This design comes from an exercise in tuning for small area on the open sky130 flow, not from production work.
Function was not checked in any run shown here: the RTL went through the layout flow alone.
Power is estimated from default activity; no workload was simulated.

`flow/flow/run.sh`:
```
#!/bin/bash
# Standard ORFS layout, except that after the standard synthesis every
# combinational cell is set to its smallest drive strength; the flow's own
# repair steps then size up only what timing needs.
set -euo pipefail
W=$(pwd)
R=$W/orfs/results/$FLOW_PLATFORM/alu_system/base
LIB=$FLOW_HOME/platforms/$FLOW_PLATFORM/lib/sky130_fd_sc_hd__tt_025C_1v80.lib
bash standard.sh synth > $W/flow_synth.log 2>&1
cp $R/1_2_yosys.v $W/1_2_yosys_orig.v
python3 $W/flow/downsize.py $LIB $R/1_2_yosys.v > $W/flow_downsize.log 2>&1
rm -f $R/1_synth.odb
bash standard.sh "BUFFER_PORTS_ARGS=-buffer_cell sky130_fd_sc_hd__buf_2" finish > $W/flow_finish.log 2>&1
```
`flow/flow/downsize.py`:
```
# Rewrites a Yosys netlist so that every combinational cell uses the smallest-area
# variant of its function (same cell family, different drive strength).
# Registers keep their cell types. Usage: downsize.py LIB NETLIST
import re, sys
lib = open(sys.argv[1]).read()
area = {m.group(1): float(m.group(2)) for m in
        re.finditer(r'cell\s*\(\s*"?(sky130_fd_sc_hd__\w+)"?\s*\)\s*\{.*?area\s*:\s*([\d.]+)', lib, re.S)}
skip = re.compile(r'sky130_fd_sc_hd__(s?e?df|dl|sdl|clk|tap|fill|decap|conb|lpflow|probe|fa_|ha_|maj)')
fam = {}
for c in area:
    m = re.match(r'(sky130_fd_sc_hd__\w+?)_(\d+)$', c)
    if m and not skip.match(c):
        fam.setdefault(m.group(1), []).append(c)
best = {}
for f, cells in fam.items():
    b = min(cells, key=lambda c: (area[c], int(c.rsplit('_', 1)[1])))
    for c in cells:
        if c != b and area[c] > area[b]:
            best[c] = b
text = open(sys.argv[2]).read()
n = [0]
def sub(m):
    c = m.group(1)
    if c in best:
        n[0] += 1
        return best[c] + m.group(2)
    return m.group(0)
text = re.sub(r'\b(sky130_fd_sc_hd__\w+)(\s+[\\\w])', sub, text)
open(sys.argv[2], 'w').write(text)
print("downsized", n[0], "cells")
```
`flow/standard.sh`:
```
#!/bin/bash
# synth_recipe.tcl (not shown) runs the flow's synth.tcl, then flattens the netlist and writes it again
# the make line also repeats each setting of config.mk as NAME=value (left out here)
make -C /OpenROAD-flow-scripts/flow DESIGN_CONFIG=/design/flow/config.mk WORK_HOME=/design/flow/orfs CLKGATE_MAP_FILE= SYNTH_SCRIPT=/design/flow/synth_recipe.tcl "${@:-finish}"
```
`flow/config.mk`:
```
export PLATFORM = sky130hd
export DESIGN_NAME = alu_system
export DESIGN_NICKNAME = alu_system
export VERILOG_FILES = /design/flow/design.v
export SDC_FILE = /design/flow/constraint.sdc
export NUM_CORES = 4
export LEC_CHECK = 0
export CAP_MARGIN = 20
export CORE_MARGIN = 2
export CORE_UTILIZATION = 40
export CTS_BUF_LIST = sky130_fd_sc_hd__clkbuf_4
export SLEW_MARGIN = 20
export SYNTH_HIERARCHICAL = 1
export SYNTH_MINIMUM_KEEP_SIZE = 0
```
`flow/constraint.sdc`:
```
create_clock -name core_clock -period 10.0 [get_ports {clk}]
set_input_delay 2.0000 -clock core_clock [delete_from_list [all_inputs] [get_ports {clk}]]
set_output_delay 2.0000 -clock core_clock [all_outputs]
set_load 0.01 [all_outputs]
```
`flow/design.v`:
```
`default_nettype none
package alu_system_pkg;
    localparam int DATA_W    = 8;
    localparam int IR_W      = 16;
    localparam int MEM_DEPTH = 256;
    localparam int MAX_REGS  = 4;    
    typedef logic [DATA_W-1:0] data_t;
    typedef logic [IR_W-1:0]   ir_t;
    typedef enum logic [1:0] {
        FUN_DEC   = 2'd0,
        FUN_INC   = 2'd1,
        FUN_LOAD  = 2'd2,
        FUN_CLEAR = 2'd3
    } reg_fun_e;
    typedef enum logic [3:0] {
        OP_PASS_A = 4'd0,
        OP_PASS_B = 4'd1,
        OP_NOT_A  = 4'd2,
        OP_NOT_B  = 4'd3,
        OP_ADD    = 4'd4,
        OP_ADC    = 4'd5,    
        OP_SUB    = 4'd6,
        OP_AND    = 4'd7,
        OP_OR     = 4'd8,
        OP_XOR    = 4'd9,
        OP_LSL    = 4'd10,
        OP_LSR    = 4'd11,
        OP_ASL    = 4'd12,
        OP_ASR    = 4'd13,
        OP_ROL    = 4'd14,   
        OP_ROR    = 4'd15
    } alu_op_e;
    typedef struct packed {
        logic z;
        logic n;
        logic c;
        logic o;
    } flags_t;
    typedef struct packed {
        reg_fun_e            fun;
        logic [MAX_REGS-1:0] load_n;     
        logic [1:0]          sel_a;
        logic [1:0]          sel_b;
    } bank_ctrl_t;
    typedef struct packed {
        bank_ctrl_t rf;
        bank_ctrl_t arf;
        logic [1:0] mux_a_sel;
        logic [1:0] mux_b_sel;
        logic       mux_c_sel;
        alu_op_e    alu_op;
        logic       flag_we;
        reg_fun_e   ir_fun;
        logic       ir_low;
        logic       ir_en;
        logic       mem_wr;
        logic       mem_cs_n;
    } ctrl_t;
endpackage
`default_nettype wire
`default_nettype none
module reg_bank #(
    parameter int NUM_REGS = 4
) (
    input  wire                       clk,
    input  wire                       reset,
    input  alu_system_pkg::bank_ctrl_t i_ctrl,
    input  alu_system_pkg::data_t      i_data,
    output alu_system_pkg::data_t      o_a,
    output alu_system_pkg::data_t      o_b
);
    localparam int unsigned FOLD = alu_system_pkg::MAX_REGS - NUM_REGS;
    alu_system_pkg::data_t regs [0:NUM_REGS-1];
    function automatic logic [1:0] fold_sel(input logic [1:0] sel);
        fold_sel = (32'(sel) < FOLD) ? 2'd0 : 2'(32'(sel) - FOLD);
    endfunction
    always_ff @(posedge clk or posedge reset)
    begin
        if (reset)
        begin
            for (int i = 0; i < NUM_REGS; i++)
            begin
                regs[i] <= '0;
            end
        end
        else
        begin
            for (int i = 0; i < NUM_REGS; i++)
            begin
                if (!i_ctrl.load_n[i])
                begin
                    case (i_ctrl.fun)
                        alu_system_pkg::FUN_DEC:   regs[i] <= regs[i] - 8'd1;    
                        alu_system_pkg::FUN_INC:   regs[i] <= regs[i] + 8'd1;
                        alu_system_pkg::FUN_LOAD:  regs[i] <= i_data;
                        alu_system_pkg::FUN_CLEAR: regs[i] <= '0;
                        default:   regs[i] <= regs[i];
                    endcase
                end
            end
        end
    end
    assign o_a = regs[fold_sel(i_ctrl.sel_a)];
    assign o_b = regs[fold_sel(i_ctrl.sel_b)];
endmodule
`default_nettype wire
`default_nettype none
module instr_reg (
    input  wire                     clk,
    input  wire                     reset,
    input  wire                     i_en,
    input  alu_system_pkg::reg_fun_e i_fun,
    input  wire                     i_low,
    input  alu_system_pkg::data_t    i_data,
    output alu_system_pkg::ir_t      o_ir
);
    alu_system_pkg::ir_t ir_q;
    always_ff @(posedge clk or posedge reset)
    begin
        if (reset)
        begin
            ir_q <= '0;
        end
        else if (i_en)
        begin
            case (i_fun)
                alu_system_pkg::FUN_DEC:   ir_q <= ir_q - 16'd1;
                alu_system_pkg::FUN_INC:   ir_q <= ir_q + 16'd1;
                alu_system_pkg::FUN_LOAD:
                begin
                    if (i_low)
                        ir_q[alu_system_pkg::DATA_W-1:0] <= i_data;     
                    else
                        ir_q[alu_system_pkg::IR_W-1:alu_system_pkg::DATA_W] <= i_data;
                end
                alu_system_pkg::FUN_CLEAR: ir_q <= '0;
                default:   ir_q <= ir_q;
            endcase
        end
    end
    assign o_ir = ir_q;
endmodule
`default_nettype wire
`default_nettype none
module bus_mux (
    input  wire [1:0]            i_mux_a_sel,
    input  wire [1:0]            i_mux_b_sel,
    input  wire                  i_mux_c_sel,
    input  alu_system_pkg::data_t i_alu,
    input  alu_system_pkg::data_t i_arf_c,
    input  alu_system_pkg::data_t i_rf_a,
    input  alu_system_pkg::data_t i_mem,
    input  alu_system_pkg::ir_t   i_ir,
    output alu_system_pkg::data_t o_rf_data,
    output alu_system_pkg::data_t o_arf_data,
    output alu_system_pkg::data_t o_alu_a
);
    alu_system_pkg::data_t ir_low;
    assign ir_low = i_ir[alu_system_pkg::DATA_W-1:0];
    always_comb
    begin
        case (i_mux_a_sel)
            2'd0:    o_rf_data = i_alu;
            2'd1:    o_rf_data = i_arf_c;
            2'd2:    o_rf_data = i_mem;
            default: o_rf_data = ir_low;
        endcase
        case (i_mux_b_sel)
            2'd0,
            2'd1:    o_arf_data = i_alu;
            2'd2:    o_arf_data = i_mem;
            default: o_arf_data = ir_low;
        endcase
        o_alu_a = i_mux_c_sel ? i_rf_a : i_arf_c;    
    end
endmodule
`default_nettype wire
`default_nettype none
module alu_unit (
    input  wire                     clk,
    input  wire                     reset,
    input  alu_system_pkg::alu_op_e  i_op,
    input  wire                     i_flag_we,
    input  alu_system_pkg::data_t    i_a,
    input  alu_system_pkg::data_t    i_b,
    output alu_system_pkg::data_t    o_result,
    output alu_system_pkg::flags_t   o_flags
);
    localparam int MSB = alu_system_pkg::DATA_W - 1;
    alu_system_pkg::flags_t        flags_q;
    alu_system_pkg::flags_t        flags_nxt;
    alu_system_pkg::data_t         result;
    alu_system_pkg::data_t         b_op;
    logic          cin;
    logic [alu_system_pkg::DATA_W:0] sum;
    always_comb
    begin
        b_op = (i_op == alu_system_pkg::OP_SUB) ? ~i_b : i_b;
        cin  = (i_op == alu_system_pkg::OP_SUB) | ((i_op == alu_system_pkg::OP_ADC) & flags_q.c);
        sum  = {1'b0, i_a} + {1'b0, b_op} + {{alu_system_pkg::DATA_W{1'b0}}, cin};
    end
    always_comb
    begin
        flags_nxt = flags_q;     
        case (i_op)
            alu_system_pkg::OP_PASS_A: result = i_a;
            alu_system_pkg::OP_PASS_B: result = i_b;
            alu_system_pkg::OP_NOT_A:  result = ~i_a;
            alu_system_pkg::OP_NOT_B:  result = ~i_b;
            alu_system_pkg::OP_ADD,
            alu_system_pkg::OP_ADC:
            begin
                result      = sum[MSB:0];
                flags_nxt.c = sum[alu_system_pkg::DATA_W];
                flags_nxt.o = (i_a[MSB] == i_b[MSB]) && (result[MSB] != i_a[MSB]);
            end
            alu_system_pkg::OP_SUB:
            begin
                result      = sum[MSB:0];
                flags_nxt.c = sum[alu_system_pkg::DATA_W];
                flags_nxt.o = (i_a[MSB] != i_b[MSB]) && (result[MSB] != i_a[MSB]);
            end
            alu_system_pkg::OP_AND:    result = i_a & i_b;
            alu_system_pkg::OP_OR:     result = i_a | i_b;
            alu_system_pkg::OP_XOR:    result = i_a ^ i_b;
            alu_system_pkg::OP_LSL:
            begin
                result      = {i_a[MSB-1:0], 1'b0};
                flags_nxt.c = i_a[MSB];
            end
            alu_system_pkg::OP_LSR:
            begin
                result      = {1'b0, i_a[MSB:1]};
                flags_nxt.c = i_a[0];
            end
            alu_system_pkg::OP_ASL:
            begin
                result      = {i_a[MSB-1:0], 1'b0};
                flags_nxt.c = i_a[MSB];
                flags_nxt.o = i_a[MSB] ^ i_a[MSB-1];    
            end
            alu_system_pkg::OP_ASR:
            begin
                result      = {i_a[MSB], i_a[MSB:1]};
                flags_nxt.c = i_a[0];
            end
            alu_system_pkg::OP_ROL:
            begin
                result      = {i_a[MSB-1:0], flags_q.c};
                flags_nxt.c = i_a[MSB];
            end
            default:     
            begin
                result      = {flags_q.c, i_a[MSB:1]};
                flags_nxt.c = i_a[0];
            end
        endcase
        flags_nxt.z = (result == '0);
        flags_nxt.n = result[MSB];
    end
    always_ff @(posedge clk or posedge reset)
    begin
        if (reset)
            flags_q <= '0;
        else if (i_flag_we)
            flags_q <= flags_nxt;
    end
    assign o_result = result;
    assign o_flags  = flags_q;
endmodule
`default_nettype wire
`default_nettype none
module mem_row (
    input  wire                   clk,
    input  wire                   i_sel_n,
    input  wire                   i_wen,
    input  alu_system_pkg::data_t i_col,
    output alu_system_pkg::data_t o_q
);
    alu_system_pkg::data_t q;
    always_ff @(posedge clk)
    begin
        q <= ~((q | {8{i_wen}}) & (i_col | {8{i_sel_n}}));
    end
    assign o_q = q;
endmodule
module mem_dec (
    input  alu_system_pkg::data_t i_addr,
    input  wire                   i_wr,
    input  wire                   i_cs_n,
    output logic [255:0]          o_sel_n,
    output logic [255:0]          o_wen
);
    logic [15:0] hi;
    logic [15:0] lo;
    always_comb
    begin
        for (int i = 0; i < 16; i++)
        begin
            hi[i] = (i_addr[7:4] == 4'(i)) & !i_cs_n;
            lo[i] = (i_addr[3:0] == 4'(i));
        end
        for (int r = 0; r < 256; r++)
        begin
            o_sel_n[r] = !(hi[r / 16] & lo[r % 16]);
            o_wen[r]   = hi[r / 16] & lo[r % 16] & i_wr;
        end
    end
endmodule
module mem_read (
    input  wire [255:0]           i_sel_n,
    input  wire [2047:0]          i_q,
    output alu_system_pkg::data_t o_rd
);
    always_comb
    begin
        o_rd = '1;
        for (int r = 0; r < 256; r++)
        begin
            o_rd = o_rd & (i_q[r*8 +: 8] | {8{i_sel_n[r]}});
        end
    end
endmodule
module data_memory (
    input  wire                  clk,
    input  alu_system_pkg::data_t i_addr,
    input  alu_system_pkg::data_t i_wdata,
    input  wire                  i_wr,
    input  wire                  i_cs_n,
    output alu_system_pkg::data_t o_rdata
);
    logic [255:0]          sel_n;
    logic [255:0]          wen;
    logic [2047:0]         q;
    alu_system_pkg::data_t col;      
    alu_system_pkg::data_t rd;
    logic                  ph;       
    always_ff @(posedge clk)
    begin
        ph <= !ph;
    end
    assign col = i_wr ? (i_wdata ^ {8{ph}}) : '1;
    mem_dec dec0 (
        .i_addr(i_addr), .i_wr(i_wr), .i_cs_n(i_cs_n), .o_sel_n(sel_n), .o_wen(wen)
    );
    for (genvar r = 0; r < 256; r++)
    begin : g_row
        mem_row row (
            .clk(clk), .i_sel_n(sel_n[r]), .i_wen(wen[r]), .i_col(col), .o_q(q[r*8 +: 8])
        );
    end
    mem_read rd0 (.i_sel_n(sel_n), .i_q(q), .o_rd(rd));
    assign o_rdata = (!i_cs_n && !i_wr) ? (rd ^ {8{ph}}) : '0;
endmodule
`default_nettype wire
`default_nettype none
module alu_system (
    input  wire         clk,
    input  wire         reset,
    input  wire  [35:0] i_ctrl,
    output logic [7:0]  o_alu_out,
    output logic [3:0]  o_flags,
    output logic [7:0]  o_address,
    output logic [7:0]  o_mem_data,
    output logic [15:0] o_ir
);
    alu_system_pkg::ctrl_t ctrl;
    assign ctrl = alu_system_pkg::ctrl_t'(i_ctrl);
    alu_system_pkg::data_t rf_data;
    alu_system_pkg::data_t arf_data;
    alu_system_pkg::data_t rf_a;
    alu_system_pkg::data_t rf_b;
    alu_system_pkg::data_t arf_c;
    alu_system_pkg::data_t alu_a;
    reg_bank #(.NUM_REGS(4)) rf0 (
        .clk(clk), .reset(reset), .i_ctrl(ctrl.rf), .i_data(rf_data),
        .o_a(rf_a), .o_b(rf_b)
    );
    reg_bank #(.NUM_REGS(3)) arf0 (
        .clk(clk), .reset(reset), .i_ctrl(ctrl.arf), .i_data(arf_data),
        .o_a(arf_c), .o_b(o_address)
    );
    instr_reg ir0 (
        .clk(clk), .reset(reset), .i_en(ctrl.ir_en), .i_fun(ctrl.ir_fun),
        .i_low(ctrl.ir_low), .i_data(o_mem_data), .o_ir(o_ir)
    );
    bus_mux mux0 (
        .i_mux_a_sel(ctrl.mux_a_sel), .i_mux_b_sel(ctrl.mux_b_sel),
        .i_mux_c_sel(ctrl.mux_c_sel), .i_alu(o_alu_out), .i_arf_c(arf_c),
        .i_rf_a(rf_a), .i_mem(o_mem_data), .i_ir(o_ir),
        .o_rf_data(rf_data), .o_arf_data(arf_data), .o_alu_a(alu_a)
    );
    alu_unit alu0 (
        .clk(clk), .reset(reset), .i_op(ctrl.alu_op), .i_flag_we(ctrl.flag_we),
        .i_a(alu_a), .i_b(rf_b), .o_result(o_alu_out), .o_flags(o_flags)
    );
    data_memory mem0 (
        .clk(clk), .i_addr(o_address), .i_wdata(o_alu_out), .i_wr(ctrl.mem_wr),
        .i_cs_n(ctrl.mem_cs_n), .o_rdata(o_mem_data)
    );
endmodule
`default_nettype wire
```
==> results of run 1 <==
report_power, final:
group          leakage, nW  internal (W)  switching [W]
clock                 4.09       0.00389        0.00353
combinational         10.5       0.00222        0.00416
sequential            19.6        0.0104        0.00108
total                 34.2        0.0165        0.00877
how the worst min path moves through the flow:
stage	to	slack [ps]
global placement	mem0.g_row[28].row.q[2]$_DFF_P_	430
detailed placement	mem0.g_row[108].row.q[2]$_DFF_P_	440
finish	mem0.g_row[191].row.q[1]$_DFF_P_	440
floorplan	mem0.g_row[100].row.q[6]$_DFF_P_	420
CTS	mem0.g_row[8].row.q[4]$_DFF_P_	450
global route	mem0.g_row[43].row.q[7]$_DFF_P_	450
layer usage:
layer  wire (um)  share of wire [%]  up-vias
met3       24100                8.9      631
li1            -                  -    33331
met4       10300                3.8        4
met1      117000                 43    35357
met2      121000                 44     3462
met5          27             0.0099        -
flip-flops by register name, indices dropped and copies added (netlist names):
| name | flops |
|---|---|
| mem0.g_row.row.q | 2048 |
| arf0.regs | 24 |
| mem0.ph | 1 |
| rf0.regs | 32 |
| ir0.ir_q | 16 |
| alu0.flags_q | 4 |
layout make-up:
type	count	area share (%)
flip-flops and latches	2125	47.6
multi-input cells	5199	36.9
clock buffers	829	6.90
repair buffers	476	4.15
well taps	2640	3.66
clock inverters	95	0.567
inverters	51	0.212
diodes	6	0.0166
metrics by stage:
step / power (W) / utilization (%)
2_1_floorplan: 0.0151 / -
3_3_place_gp: 0.0174 / 41.9
3_5_place_dp: 0.0178 / 42.3
4_1_cts: 0.0252 / 45.7
5_1_grt: 0.0264 / 45.9
6_report: 0.0252 / 45.9
==> results.json, run 1 <==
{
  "seq_area_um2": 42900,
  "status": "complete, no violations",
  "final_common_cell": "o22ai_1",
  "fill_cells": 18729,
  "avgSynthCellArea_um2": 9.40,
  "rr_startpoint": "arf0.regs[2][3]$_DFFE_PP0N_",
  "pin_count": 82,
  "clk_pin_slew_worst_paths_ps": 50,
  "dp_hpwl_um": 162000,
  "hold_depth": 1,
  "mostFrequentLayoutCells": "o22ai_1, dfxtp_1, clkbuf_4, nor2_1, buf_4",
  "ant_nets": 0,
  "cts_max_path_buffers": 4,
  "fin_crit_ps": 9460,
  "rr_worst_depth": 18,
  "grt.overflow.total": 0,
  "finalMaxSlewViolations": 0,
  "maxCapViolCount": 0,
  "min-delay-path-class": "reg2reg",
  "tns_ps": 0,
  "placed_cell_area_um2": 83200,
  "area_delta_synth_final_pct": 14.1,
  "clk_latency_ps": 1390,
  "start_util_pct": 40.2,
  "post-cts-setup-buffer-count": 0,
  "syn_area_um2": 79100,
  "cts.sinks": 2125,
  "multi_input_area_um2": 33300,
  "rsz0062_at_grt": "no",
  "skew_ps": 104,
  "layout.nets": 8543,
  "cts-buffers-inserted": 573,
  "wl_per_cell_um": 23.8,
  "die_w_um": 449,
  "cpMostUsedCell": "nor2_1",
  "endpoint": "o_mem_data[0]",
  "crit_fanout": 16,
  "placed_cells": 10487,
  "drtIter0Drc": 7385,
  "num_vias": 72785,
  "r2r-end": "arf0.regs[1][0]$_DFFE_PP0N_",
  "hold_viol": 0,
  "timing.hold.ws_ps": 440,
  "grt_util_met3_pct": 5.89,
  "design_area_um2": 90300,
  "crit_type": "in2out",
  "cp_num_cells": 15,
  "htree_num_levels": 6,
  "p_leak_nw": 34.2,
  "worstSetupEndpointType": "output port",
  "critical_path.top_delay_family": "simple AND/OR/NAND/NOR gates",
  "powerDensity_nw_per_um2": 280,
  "use_met2_pct": 39.1,
  "row_count": 163,
  "layout.cells.non_filler": 11421,
  "tightest_slew_ps": 1230,
  "syn_inst": 8415,
  "grt_pass1_vias": 68994,
  "cp_cell_sequence": "buf_2 -> nor2_1 -> a21oi_4 -> buf_4 -> nor4_2 -> buf_4 -> nand3_1 -> o22ai_1 -> nor2_1 -> nand4_1 -> nor4_1 -> and4_1 -> xnor2_1 -> nor2_1 -> buf_2",
  "routed_wl_um": 272000,
  "grt_pass1_wl_um": 413000,
  "antenna_found_initial": 10,
  "cts_tree": "yes",
  "die_area_um2": 201000,
  "ctsResizeCount": 0,
  "crit_arrival_ps": 7460,
  "grtUsageMet1_pct": 35.1,
  "synth_nets": 8532,
  "vdd_drop_max_v": 0.000150,
  "via_per_inst": 6.37,
  "max_stage_delay_ps": 1090,
  "max_slew_margin_pct": 17.7,
  "io_buffers": 80,
  "rrSetupSlack_ps": 3580,
  "core_um2": 197000,
  "worst-path-buf-inv": 4,
  "grt.busiest_layer": "met2",
  "hp-start": "mem0.g_row[191].row.q[1]$_DFF_P_",
  "grt_max_degree": 145,
  "final-setup-viol-count": 0,
  "drive_gt1_share_pct": 18.2,
  "postCtsHoldBufs": 0,
  "start_kind": "input pin",
  "yosys_warnings": 17,
  "ctsRootBufferMaster": "clkbuf_4",
  "crit_path_top_delay_cell": "nor4_1",
  "pre_cts_slack_ps": 835,
  "gp_congestion": 0.914,
  "worst_slack_ps": 541,
  "finalCritPeriodShare_pct": 94.6,
  "grt.total_usage_pct": 25.9,
  "die_h_um": 449,
  "drc": 0,
  "cp.required_ps": 8000,
  "fmax_mhz": 106,
  "critPathLaunch": "i_ctrl[17]",
  "drt_first_pass_iters": 6
}
==> run 2: changes to the inputs <==
--- a/flow/config.mk
+++ b/flow/config.mk
@@ -8,7 +8,7 @@
 export CAP_MARGIN = 20
 export CORE_MARGIN = 2
 export CORE_UTILIZATION = 40
-export CTS_BUF_LIST = sky130_fd_sc_hd__clkbuf_4
+export CTS_BUF_LIST = sky130_fd_sc_hd__clkbuf_8
 export SLEW_MARGIN = 20
 export SYNTH_HIERARCHICAL = 1
 export SYNTH_MINIMUM_KEEP_SIZE = 0
==> results.json, run 2 <==
{
  "status": "complete, no violations",
  "critical_path.top_delay_family": "simple AND/OR/NAND/NOR gates",
  "antenna_found_initial": 4,
  "layout.nets": 8335,
  "mostFrequentLayoutCells": "o22ai_1, dfxtp_1, nor2_1, clkbuf_8, buf_4",
  "clk_latency_ps": 1050,
  "timing.hold.ws_ps": 441,
  "ant_nets": 0,
  "drc": 0,
  "routed_wl_um": 270000,
  "dp_hpwl_um": 162000,
  "pin_count": 82,
  "num_vias": 71388,
  "io_buffers": 80,
  "yosys_warnings": 17,
  "cts_tree": "yes",
  "postCtsHoldBufs": 0,
  "placed_cell_area_um2": 83200,
  "design_area_um2": 90800,
  "powerDensity_nw_per_um2": 283,
  "cts-buffers-inserted": 365,
  "min-delay-path-class": "reg2reg",
  "worst-path-buf-inv": 4,
  "drtIter0Drc": 7376,
  "skew_ps": 82.9,
  "cts.sinks": 2125,
  "vdd_drop_max_v": 0.000171,
  "crit_arrival_ps": 7370,
  "die_h_um": 449,
  "cp.required_ps": 8000,
  "clk_pin_slew_worst_paths_ps": 50,
  "area_delta_synth_final_pct": 14.8,
  "largest-register": "mem0.g_row.row.q",
  "internal_power_w": 0.0169,
  "worst_slack_ps": 628,
  "grt.overflow.total": 0,
  "max_stage_delay_ps": 1020,
  "ctsResizeCount": 0,
  "grt.total_usage_pct": 25.6,
  "grt_pass1_wl_um": 408000,
  "crit_fanout": 16,
  "post-cts-setup-buffer-count": 0,
  "swShare_pct": 34.1,
  "maxCapViolCount": 0,
  "grt_max_degree": 145,
  "syn_area_um2": 79100,
  "p_leak_nw": 34.2,
  "core_um2": 197000,
  "rsz0062_at_grt": "no",
  "finalCritPeriodShare_pct": 93.7,
  "pre_cts_slack_ps": 835,
  "finalMaxSlewViolations": 0,
  "switching_power_w": 0.00876,
  "ctsRootBufferMaster": "clkbuf_8",
  "cpMostUsedCell": "nor2_1",
  "cts_max_path_buffers": 4,
  "die_area_um2": 201000,
  "start_kind": "input pin",
  "crit_path_top_delay_cell": "nor4_1",
  "avgSynthCellArea_um2": 9.40,
  "top_regs": "mem0.g_row.row.q: 2048 flops, rf0.regs: 32 flops, arf0.regs: 24 flops",
  "start_util_pct": 40.2,
  "p_clk_share_pct": 30.5,
  "largest_reg_flops": 2048,
  "final-setup-viol-count": 0,
  "pwr-share-seq_pct": 44.6,
  "cp_cell_sequence": "buf_2 -> nor2_1 -> a21oi_4 -> buf_4 -> nor4_2 -> buf_4 -> nand3_1 -> o22ai_1 -> nor2_1 -> nand4_1 -> nor4_1 -> and4_1 -> xnor2_1 -> nor2_1 -> buf_2",
  "syn_inst": 8415,
  "drive_gt1_share_pct": 14.8,
  "wl_per_cell_um": 24.2,
  "fill_cells": 18443,
  "tns_ps": 0,
  "power_frac_comb_pct": 24.9,
  "hold_viol": 0,
  "die_w_um": 449,
  "row_count": 163,
  "final_common_cell": "o22ai_1",
  "via_per_inst": 6.42,
  "drt_first_pass_iters": 6,
  "max_slew_margin_pct": 18.7,
  "gp_congestion": 0.914,
  "fin_crit_ps": 9370,
  "crit_type": "in2out",
  "tightest_slew_ps": 1220,
  "synth_nets": 8532,
  "utilization_pct": 46.1,
  "fmax_mhz": 107,
  "htree_num_levels": 5,
  "worstSetupEndpointType": "output port",
  "grt_pass1_vias": 66814
}
[run 2: area by class of cell]
cell class	count	area, um2	share of cell area, %
sequential	2125	42900	47.3
multi-input combinational	5199	33300	36.7
clock buffer	459	6320	6.96
timing repair buffer	476	3750	4.13
tap	2640	3300	3.64
clock inverter	165	916	1.01
inverter	51	191	0.211
antenna	4	10.0	0.0110
[run 2: metrics by stage]
step                      power, W  cells
final                       0.0256  11119
after global routing        0.0267  11117
after CTS                   0.0255  11111
after detailed placement    0.0178  10487
after global placement      0.0174  10479
after floorplan             0.0151   8415
[run 2: power groups by stage]
stage               registers, W  clock network [W]  logic, W
floorplan                 0.0113                  0   0.00375
global placement          0.0115                  0   0.00595
detailed placement        0.0116                  0   0.00619
CTS                       0.0114            0.00794   0.00620
global route              0.0116            0.00836   0.00669
finish                    0.0114            0.00783   0.00638
[run 2: worst paths after layout]
path | startpoint | end | slack [ps] | depth (start not counted)
max | i_ctrl[17] | o_mem_data[0] | 630 | 15
min | mem0.g_row[104].row.q[3]$_DFF_P_ | mem0.g_row[104].row.q[3]$_DFF_P_ | 440 | 1
max reg2reg | arf0.regs[2][3]$_DFFE_PP0N_ | rf0.regs[1][7]$_DFFE_PP0N_ | 3600 | 18
min reg2reg | mem0.g_row[104].row.q[3]$_DFF_P_ | mem0.g_row[104].row.q[3]$_DFF_P_ | 440 | 1
max in group asynchronous | reset | ir0.ir_q[13]$_DFFE_PP0P_ | 8350 | 2
min in group asynchronous | reset | alu0.flags_q[0]$_DFFE_PP0P_ | 940 | 2
[run 2: worst reg2reg max path, cell delays in order, from the launching register on]
cell and delay [ps]:
dfrtp_1 430, mux2i_1 150, a21oi_4 570, buf_4 340
nor4_2 70, buf_4 290, nand3_1 490, o22ai_1 180
nor2_1 190, nand4_1 320, nor4_1 1020, and4_1 580
xnor2_1 190, nor2_1 140, buf_4 190, mux4_2 470
nand2_1 220, o21ai_0 100, or3_1 310
[run 2: per-layer routing]
metal | track usage, % | wire length (um) | share of wire, %
met4 | 10.4 | 10200 | 3.8
met3 | 5.14 | 24000 | 8.9
met5 | 0 | 0 | 0
met1 | 35.6 | 116000 | 43
met2 | 38.7 | 119000 | 44
==> run 3: changes to the inputs <==
--- a/flow/design.v
+++ b/flow/design.v
@@ -270,57 +270,6 @@
 endmodule
 `default_nettype wire
 `default_nettype none
-module mem_row (
-    input  wire                   clk,
-    input  wire                   i_sel_n,
-    input  wire                   i_wen,
-    input  alu_system_pkg::data_t i_col,
-    output alu_system_pkg::data_t o_q
-);
-    alu_system_pkg::data_t q;
-    always_ff @(posedge clk)
-    begin
-        q <= ~((q | {8{i_wen}}) & (i_col | {8{i_sel_n}}));
-    end
-    assign o_q = q;
-endmodule
-module mem_dec (
-    input  alu_system_pkg::data_t i_addr,
-    input  wire                   i_wr,
-    input  wire                   i_cs_n,
-    output logic [255:0]          o_sel_n,
-    output logic [255:0]          o_wen
-);
-    logic [15:0] hi;
-    logic [15:0] lo;
-    always_comb
-    begin
-        for (int i = 0; i < 16; i++)
-        begin
-            hi[i] = (i_addr[7:4] == 4'(i)) & !i_cs_n;
-            lo[i] = (i_addr[3:0] == 4'(i));
-        end
-        for (int r = 0; r < 256; r++)
-        begin
-            o_sel_n[r] = !(hi[r / 16] & lo[r % 16]);
-            o_wen[r]   = hi[r / 16] & lo[r % 16] & i_wr;
-        end
-    end
-endmodule
-module mem_read (
-    input  wire [255:0]           i_sel_n,
-    input  wire [2047:0]          i_q,
-    output alu_system_pkg::data_t o_rd
-);
-    always_comb
-    begin
-        o_rd = '1;
-        for (int r = 0; r < 256; r++)
-        begin
-            o_rd = o_rd & (i_q[r*8 +: 8] | {8{i_sel_n[r]}});
-        end
-    end
-endmodule
 module data_memory (
     input  wire                  clk,
     input  alu_system_pkg::data_t i_addr,
@@ -329,28 +278,13 @@
     input  wire                  i_cs_n,
     output alu_system_pkg::data_t o_rdata
 );
-    logic [255:0]          sel_n;
-    logic [255:0]          wen;
-    logic [2047:0]         q;
-    alu_system_pkg::data_t col;      
-    alu_system_pkg::data_t rd;
-    logic                  ph;       
+    alu_system_pkg::data_t mem [0:alu_system_pkg::MEM_DEPTH-1];
     always_ff @(posedge clk)
     begin
-        ph <= !ph;
-    end
-    assign col = i_wr ? (i_wdata ^ {8{ph}}) : '1;
-    mem_dec dec0 (
-        .i_addr(i_addr), .i_wr(i_wr), .i_cs_n(i_cs_n), .o_sel_n(sel_n), .o_wen(wen)
-    );
-    for (genvar r = 0; r < 256; r++)
-    begin : g_row
-        mem_row row (
-            .clk(clk), .i_sel_n(sel_n[r]), .i_wen(wen[r]), .i_col(col), .o_q(q[r*8 +: 8])
-        );
+        if (!i_cs_n && i_wr)
+            mem[i_addr] <= i_wdata;
     end
-    mem_read rd0 (.i_sel_n(sel_n), .i_q(q), .o_rd(rd));
-    assign o_rdata = (!i_cs_n && !i_wr) ? (rd ^ {8{ph}}) : '0;
+    assign o_rdata = (!i_cs_n && !i_wr) ? mem[i_addr] : '0;
 endmodule
 `default_nettype wire
 `default_nettype none
==> flow/run.sh (new file) <==
#!/bin/bash
# synth_recipe.tcl (not shown) runs the flow's synth.tcl, then flattens the netlist and writes it again
# the make line also repeats each setting of config.mk as NAME=value (left out here)
make -C /OpenROAD-flow-scripts/flow DESIGN_CONFIG=/design/flow/config.mk WORK_HOME=/design/flow/orfs CLKGATE_MAP_FILE= SYNTH_SCRIPT=/design/flow/synth_recipe.tcl finish
--- a/flow/config.mk
+++ b/flow/config.mk
@@ -8,7 +8,4 @@
 export CAP_MARGIN = 20
 export CORE_MARGIN = 2
 export CORE_UTILIZATION = 40
-export CTS_BUF_LIST = sky130_fd_sc_hd__clkbuf_8
 export SLEW_MARGIN = 20
-export SYNTH_HIERARCHICAL = 1
-export SYNTH_MINIMUM_KEEP_SIZE = 0
removed: flow/flow/run.sh
removed: flow/flow/downsize.py
removed: flow/standard.sh
==> results.json, run 3 <==
{
  "rr_startpoint": "arf0.regs[2][0]$_DFFE_PP0N_",
  "yosys_warnings": 8,
  "largest-register": "mem0.mem",
  "core_um2": 220000,
  "area_delta_synth_final_pct": 13.2,
  "dp_hpwl_um": 172000,
  "rr_worst_depth": 18,
  "cts_max_path_buffers": 3,
  "postCtsHoldBufs": 0,
  "clk_latency_ps": 880,
  "min-delay-path-class": "reg2reg",
  "grt_pass1_wl_um": 379000,
  "fin_crit_ps": 9610,
  "synth_nets": 5226,
  "drtIter0Drc": 7518,
  "synth_top_cell_area_share_pct": 69.6,
  "synth-edff-count": 2048,
  "start_util_pct": 40.2,
  "placed_cells": 7995,
  "avgSynthCellArea_um2": 17.3,
  "synth_largest_area_cell": "edfxtp_1",
  "layout.nets": 5451,
  "drc": 0,
  "die_h_um": 474,
  "routed_wl_um": 269000,
  "cp.required_ps": 8000,
  "worstSetupEndpointType": "output port",
  "antenna_found_initial": 11,
  "clk_pin_slew_worst_paths_ps": 60,
  "cts_tree": "yes",
  "final-setup-viol-count": 0,
  "tightest_slew_ps": 1200,
  "grt_pass1_vias": 49299,
  "crit_path_top_delay_cell": "clkdlybuf4s50_1",
  "ys_async_sr_fraction_pct": 3.58,
  "timing.hold.ws_ps": 514,
  "skew_ps": 72.9,
  "ctsResizeCount": 0,
  "r2r-end": "rf0.regs[0][6]$_DFFE_PP0N_",
  "rsz0062_at_grt": "no",
  "ant_nets": 0,
  "grt.total_usage_pct": 23.7,
  "drive_gt1_share_pct": 18.6,
  "num_vias": 51309,
  "vdd_drop_max_v": 0.000202,
  "powerDensity_nw_per_um2": 247,
  "design_area_um2": 100000,
  "p_leak_nw": 32.1,
  "cp_num_cells": 12,
  "htree_num_levels": 4,
  "row_count": 172,
  "max_stage_delay_ps": 760,
  "finalMaxSlewViolations": 0,
  "maxCapViolCount": 0,
  "critical_path.top_delay_family": "buffers and inverters",
  "final_common_cell": "edfxtp_1",
  "ys_seq_elements": 2124,
  "ctsRootBufferMaster": "clkbuf_16",
  "hold_viol": 0,
  "post-cts-setup-buffer-count": 0,
  "drt_first_pass_iters": 6,
  "worst-path-buf-inv": 5,
  "syn_inst": 5112,
  "synth-seq-area-share_pct": 71.8,
  "max_slew_margin_pct": 19.8,
  "rrSetupSlack_ps": 3920,
  "grt.overflow.total": 0,
  "crit_type": "in2out",
  "hold_depth": 1,
  "critPathLaunch": "i_ctrl[16]",
  "fmax_mhz": 104,
  "top_regs": "mem0.mem: 2048 flops, rf0.regs: 32 flops, arf0.regs: 24 flops",
  "layout.cells.non_filler": 8393,
  "cp_cell_sequence": "clkdlybuf4s50_1 -> mux2_4 -> o21ai_4 -> clkinv_16 -> buf_12 -> mux4_2 -> a22oi_1 -> o211ai_1 -> o2111ai_1 -> or4_1 -> inv_1 -> clkdlybuf4s50_1",
  "die_w_um": 474,
  "cts.sinks": 2124,
  "synthTopCellsByCount": "edfxtp_1, mux4_2, nand2_1, nor2_1, a21oi_1",
  "gp_congestion": 0.908,
  "finalCritPeriodShare_pct": 96.1,
  "wl_per_cell_um": 32.1,
  "syn_area_um2": 88300,
  "via_per_inst": 6.11,
  "endpoint": "o_mem_data[6]",
  "synthFlopType": "edfxtp_1",
  "synthTopCellsByArea": "edfxtp_1, mux4_2, dfrtp_1",
  "crit_arrival_ps": 7610,
  "cpMostUsedCell": "clkdlybuf4s50_1",
  "pin_count": 82,
  "grt_max_degree": 193,
  "largest_reg_flops": 2048,
  "die_area_um2": 225000,
  "yosysUniqueCellTypes": 90,
  "status": "complete, no violations",
  "yosysMostFrequentCell": "edfxtp_1",
  "placed_cell_area_um2": 93300,
  "crit_fanout": 71,
  "start_kind": "input pin",
  "cts-buffers-inserted": 209,
  "mostFrequentLayoutCells": "edfxtp_1, mux4_2, nand2_1, nor2_1, buf_4",
  "io_buffers": 80
}
[run 3: worst min-delay path by stage]
| stage | to | slack [ps] | startpoint |
|---|---|---|---|
| 3_3_place_gp | alu0.flags_q[2]$_DFFE_PP0P_ | 490 | alu0.flags_q[2]$_DFFE_PP0P_ |
| 5_1_grt | alu0.flags_q[2]$_DFFE_PP0P_ | 550 | alu0.flags_q[2]$_DFFE_PP0P_ |
| 3_5_place_dp | alu0.flags_q[2]$_DFFE_PP0P_ | 500 | alu0.flags_q[2]$_DFFE_PP0P_ |
| 6_report | alu0.flags_q[2]$_DFFE_PP0P_ | 510 | alu0.flags_q[2]$_DFFE_PP0P_ |
| 4_1_cts | alu0.flags_q[2]$_DFFE_PP0P_ | 510 | alu0.flags_q[2]$_DFFE_PP0P_ |
| 2_1_floorplan | rf0.regs[2][4]$_DFFE_PP0N_ | 510 | rf0.regs[2][4]$_DFFE_PP0N_ |
[run 3: worst register-to-register path, cell delays in order (launching register included)]
cell       delay (ps)
dfrtp_1           530
mux2i_1           370
a211o_1           230
nand2_1           200
fa_1              480
inv_1             100
fa_1              220
nor2b_1            60
o21a_1            180
o21a_1            190
o21a_1            190
o21a_1            210
o311ai_4          660
buf_4             570
buf_4             740
a21oi_1           190
o21ai_0           240
o2bb2ai_1         400
o22a_1            250
[run 3: metrics by stage]
| step | util [%] | setup slack, ps | power [W] | TNS, ps |
|---|---|---|---|---|
| after global routing | 45.6 | 331 | 0.0254 | 0 |
| final | 45.6 | 387 | 0.0247 | 0 |
| after CTS | 45.5 | 542 | 0.0247 | 0 |
| after floorplan | - | -2050 | 0.0146 | -426270 |
| after detailed placement | 42.5 | 561 | 0.0171 | 0 |
| after global placement | 42.5 | 584 | 0.0170 | 0 |
[run 3: where the power goes]
group | internal (W) | switching (W)
Combinational | 0.00186 | 0.00418
Sequential | 0.0108 | 0.000160
Clock | 0.00423 | 0.00348
Total | 0.0169 | 0.00781
[run 3: logic make-up (layout without fill, tap and decap cells)]
group           after synthesis  after routing  synth area share, %
flops                      2124           2124                 71.8
simple gates               1116           1116                 5.47
compound gates              774            774                 6.07
mux                         564            564                 12.5
buf+inv                     391            797                 2.35
fa+ha+maj                    76             76                 1.15
xor+xnor                     67             67                0.664
other cells                   0              4                    0
[run 3: area by class of cell]
| cell class | instances | area (um2) |
|---|---|---|
| antenna | 4 | 10.0 |
| clock buffer | 263 | 5460 |
| clock inverter | 129 | 1170 |
| fill | 18752 | 119000 |
| inverter | 84 | 362 |
| multi-input combinational | 2597 | 23100 |
| sequential | 2124 | 63400 |
| tap | 2871 | 3590 |
| timing repair buffer | 321 | 2980 |
[run 3: metal layers]
layer / GRT usage [%] / wire length (um) / vias to the layer above
li1: - / - / 20986
met1: 34.0 / 110000 / 26948
met2: 35.5 / 120000 / 2879
met3: 5.61 / 29100 / 490
met4: 8.23 / 10400 / 6
met5: 0 / 46 / -
==> run 4: changes to the inputs <==
--- a/flow/design.v
+++ b/flow/design.v
@@ -278,13 +278,49 @@
     input  wire                  i_cs_n,
     output alu_system_pkg::data_t o_rdata
 );
-    alu_system_pkg::data_t mem [0:alu_system_pkg::MEM_DEPTH-1];
+    localparam int DEPTH = alu_system_pkg::MEM_DEPTH;
+    logic [15:0] hi;
+    logic [15:0] lo;
+    logic [DEPTH-1:0] sel_n;     
+    logic [DEPTH-1:0] wen;       
+    alu_system_pkg::data_t col;  
+    alu_system_pkg::data_t mem [0:DEPTH-1];
+    alu_system_pkg::data_t rd;
+    logic ph;                    
+    always_comb
+    begin
+        for (int i = 0; i < 16; i++)
+        begin
+            hi[i] = (i_addr[7:4] == 4'(i)) & !i_cs_n;
+            lo[i] = (i_addr[3:0] == 4'(i));
+        end
+        for (int r = 0; r < DEPTH; r++)
+        begin
+            sel_n[r] = !(hi[r / 16] & lo[r % 16]);
+            wen[r]   = !sel_n[r] & i_wr;
+        end
+        col = i_wr ? (i_wdata ^ {8{ph}}) : '1;
+    end
     always_ff @(posedge clk)
     begin
-        if (!i_cs_n && i_wr)
-            mem[i_addr] <= i_wdata;
+        ph <= !ph;
+    end
+    always_ff @(posedge clk)
+    begin
+        for (int r = 0; r < DEPTH; r++)
+        begin
+            mem[r] <= ~((mem[r] | {8{wen[r]}}) & (col | {8{sel_n[r]}}));
+        end
+    end
+    always_comb
+    begin
+        rd = '1;
+        for (int r = 0; r < DEPTH; r++)
+        begin
+            rd = rd & (mem[r] | {8{sel_n[r]}});
+        end
     end
-    assign o_rdata = (!i_cs_n && !i_wr) ? mem[i_addr] : '0;
+    assign o_rdata = (!i_cs_n && !i_wr) ? (rd ^ {8{ph}}) : '0;
 endmodule
 `default_nettype wire
 `default_nettype none
==> results.json, run 4 <==
{
  "rrSetupSlack_ps": 3630,
  "final_common_cell": "o22ai_1",
  "drt_first_pass_iters": 8,
  "synth_top_family_by_area": "compound AO/OA/AOI/OAI gates",
  "placed_cells": 12100,
  "finalMaxSlewViolations": 0,
  "synth_largest_area_cell": "dfxtp_1",
  "critPathLaunch": "i_ctrl[16]",
  "max_slew_margin_pct": 2.08,
  "endpoint": "o_mem_data[0]",
  "layout.cells.non_filler": 12569,
  "fmax_mhz": 98.7,
  "mostFrequentLayoutCells": "o22ai_1, dfxtp_1, nand2_1, buf_4, and3_1",
  "synthTopCellsByCount": "o22ai_1, dfxtp_1, nand2_1, clkbuf_1, and3_1",
  "yosysMostFrequentCell": "o22ai_1",
  "rr_startpoint": "arf0.regs[2][0]$_DFFE_PP0N_",
  "r2r-end": "mem0.mem[202][6]$_DFF_P_",
  "min-delay-path-class": "reg2reg",
  "ant_nets": 0,
  "row_count": 168,
  "via_per_inst": 7.25,
  "synth-simple-area-share_pct": 13.7,
  "synth_xor_area_share_pct": 0.801,
  "post-cts-setup-buffer-count": 0,
  "cts_max_path_buffers": 3,
  "start_kind": "input pin",
  "top_regs": "mem0.mem: 2048 flops, rf0.regs: 32 flops, arf0.regs: 24 flops",
  "fill_cells": 19722,
  "skew_ps": 76.3,
  "tightest_slew_ps": 1470,
  "dp_hpwl_um": 419000,
  "syn_area_um2": 84200,
  "ys_seq_elements": 2125,
  "multi_input_area_um2": 37100,
  "grt_max_degree": 141,
  "seq_area_um2": 42900,
  "worst_slack_ps": -136,
  "pre_cts_slack_ps": -101,
  "rr_worst_depth": 19,
  "avgSynthCellArea_um2": 9.02,
  "worstSetupEndpointType": "output port",
  "grt.overflow.total": 0,
  "crit_type": "in2out",
  "finalCritPeriodShare_pct": 101,
  "final-setup-viol-count": 6,
  "synth_top_cell_area_share_pct": 48.7,
  "synth-edff-count": 0,
  "clk_latency_ps": 940,
  "cts-buffers-inserted": 225,
  "fin_crit_ps": 10140,
  "vdd_drop_max_v": 0.000213,
  "synthTopCellsByArea": "dfxtp_1, o22ai_1, nand2_1",
  "die_area_um2": 214000,
  "start_util_pct": 40.2,
  "area_delta_synth_final_pct": 20.6,
  "drtIter0Drc": 15537,
  "postCtsHoldBufs": 0,
  "grt_pass1_vias": 81141,
  "cp.required_ps": 8000,
  "status": "finished with violations",
  "crit_fanout": 23,
  "synth_mux_area_share_pct": 2.40,
  "hold_viol": 0,
  "utilization_pct": 48.5,
  "synth-seq-area-share_pct": 51.0,
  "synth_nets": 9447,
  "cts.sinks": 2125,
  "num_vias": 91142,
  "timing.hold.ws_ps": 429,
  "grt_pass1_wl_um": 744000,
  "drive_gt1_share_pct": 14.9,
  "yosys_warnings": 9,
  "antenna_found_initial": 111,
  "grt.total_usage_pct": 50.8,
  "die_h_um": 463,
  "die_w_um": 463,
  "crit_arrival_ps": 8140,
  "syn_inst": 9333,
  "synthFlopType": "dfxtp_1",
  "maxCapViolCount": 0,
  "gp_congestion": 1.13,
  "ys_async_sr_fraction_pct": 3.58,
  "wl_per_cell_um": 45.3,
  "largest-register": "mem0.mem",
  "powerDensity_nw_per_um2": 275,
  "io_buffers": 80,
  "core_um2": 209000,
  "synth_compound_area_share_pct": 25.4,
  "clk_pin_slew_worst_paths_ps": 60,
  "synthAdderAreaFrac_pct": 1.21,
  "p_leak_nw": 39.0,
  "ctsRootBufferMaster": "clkbuf_16",
  "yosysUniqueCellTypes": 90,
  "drc": 0,
  "layout.nets": 9637,
  "check-failures": "negative setup slack",
  "htree_num_levels": 4,
  "cts_tree": "yes",
  "largest_reg_flops": 2048,
  "routed_wl_um": 569000,
  "pin_count": 82
}
-- run 4: cell count changes in the layout (fill, tap and decap cells not counted), moves of 205 or more --
cell | before | now
nand4_1 | 39 | 244
and3_1 | 8 | 275
mux4_2 | 423 | 18
buf_4 | 212 | 786
nand2_1 | 411 | 1147
o22ai_1 | 23 | 2403
edfxtp_1 | 2048 | 0
dfxtp_1 | 0 | 2049
-- run 4: cells by family (layout without fill, tap and decap cells) --
logic type / Yosys count / count (layout)
flip-flops: 2125 / 2125
other: 0 / 55
adder cells (fa/ha/maj): 76 / 76
multiplexers: 176 / 176
XOR/XNOR: 77 / 77
AO/OA/AOI/OAI: 3327 / 3327
buffers and inverters: 1120 / 1496
AND/OR/NAND/NOR: 2432 / 2432
-- run 4: routing by layer --
metal / up-vias / track usage [%] / routed length [um]
met5: - / 0 / 311
met4: 42 / 39.4 / 54900
met3: 1893 / 21.2 / 80200
met2: 7736 / 68.7 / 221000
met1: 45417 / 63.3 / 213000
li1: 36054 / - / -
-- run 4: final cells by class --
type	count	area share [%]
clock inverter	93	1.41
inverter	76	0.298
sequential	2125	42.3
timing repair buffer	1007	9.37
tap	2805	3.46
clock buffer	320	6.42
antenna	55	0.136
multi-input combinational	6088	36.6
-- run 4: worst min path at each step --
stage               cells after the start  slack, ps                       end                     start
finish                                  1        430   mem0.mem[27][6]$_DFF_P_   mem0.mem[27][6]$_DFF_P_
global route                            1        440   mem0.mem[55][4]$_DFF_P_   mem0.mem[55][4]$_DFF_P_
CTS                                     1        430   mem0.mem[43][4]$_DFF_P_   mem0.mem[43][4]$_DFF_P_
detailed placement                      1        420   mem0.mem[43][4]$_DFF_P_   mem0.mem[43][4]$_DFF_P_
global placement                        1        410  mem0.mem[219][0]$_DFF_P_  mem0.mem[219][0]$_DFF_P_
floorplan                               1        400  mem0.mem[105][1]$_DFF_P_  mem0.mem[105][1]$_DFF_P_
-- run 4: timing repair --
action / in CTS / in global routing
setup endpoints to repair: 2 / 5
hold endpoints to repair: 0 / 0
gates resized for setup: 2 / 5
-- run 4: worst max-delay path, stage by stage --
cell and delay [ps]:
clkdlybuf4s50_1 460, buf_4 200, mux2i_1 260, a21o_4 220, clkinv_2 420, buf_4 420
nor4_2 630, buf_12 240, buf_12 320, nand2_1 490, o22ai_1 290, buf_4 250
a211o_1 140, nor4_1 50, buf_4 180, nand4_1 90, buf_4 150, and4b_1 200
buf_4 170, mux2i_1 160, buf_4 150, clkdlybuf4s50_1 530
-- run 4: power by group --
group / leakage (nW) / switching, W / internal (W)
logic: 15.5 / 0.00527 / 0.00242
registers: 19.6 / 0.00114 / 0.00999
clock network: 3.89 / 0.00390 / 0.00522
-- run 4: through the flow --
step           TNS, ps  total power, W  cell area [um2]
2_1_floorplan        0          0.0142            84200
3_3_place_gp      -127          0.0183            93300
3_5_place_dp      -175          0.0184            93300
4_1_cts              0          0.0274           101000
5_1_grt          -4.18          0.0283           101000
6_report          -532          0.0279           101000

## afterwards: timing with drivers on the ports
Ports are ideal in the flow. The routed layouts listed here were re-timed in OpenROAD. Step 1: set_driving_cell puts a clkbuf_16 on clk and a buf_2 on each other input, an assumption about the parent block. Step 2 adds t to the input delays and takes it off the output delays; t is the mean of the earliest and latest rising clock arrival at the registers after step 1. Input paths then give back, and output paths get back, about the clock's delay inside the block. Slacks: no drivers / after step 1 / after step 2; pairs: no drivers / after step 1.
run | t, ns | setup WS [ns] | hold slack, ns | worst register clock-pin slew, ns | cell pins on the clock port's net
run 1 | 1.419 | 0.541 / 0.513 / 0.513 | 0.440 / 0.440 / 0.440 | 0.08 / 0.08 | 1
run 2 | 1.103 | 0.628 / 0.600 / 0.600 | 0.441 / 0.441 / 0.441 | 0.07 / 0.07 | 1
run 3 | 0.932 | 0.387 / 0.354 / 0.354 | 0.514 / 0.514 / 0.514 | 0.07 / 0.07 | 1
run 4 | 0.993 | -0.136 / -0.162 / -0.162 | 0.429 / 0.429 / 0.429 | 0.07 / 0.07 | 1
The setup slack of run 3, which loses most, moves by -0.033 ns with the drivers and by -0.033 ns with both steps.
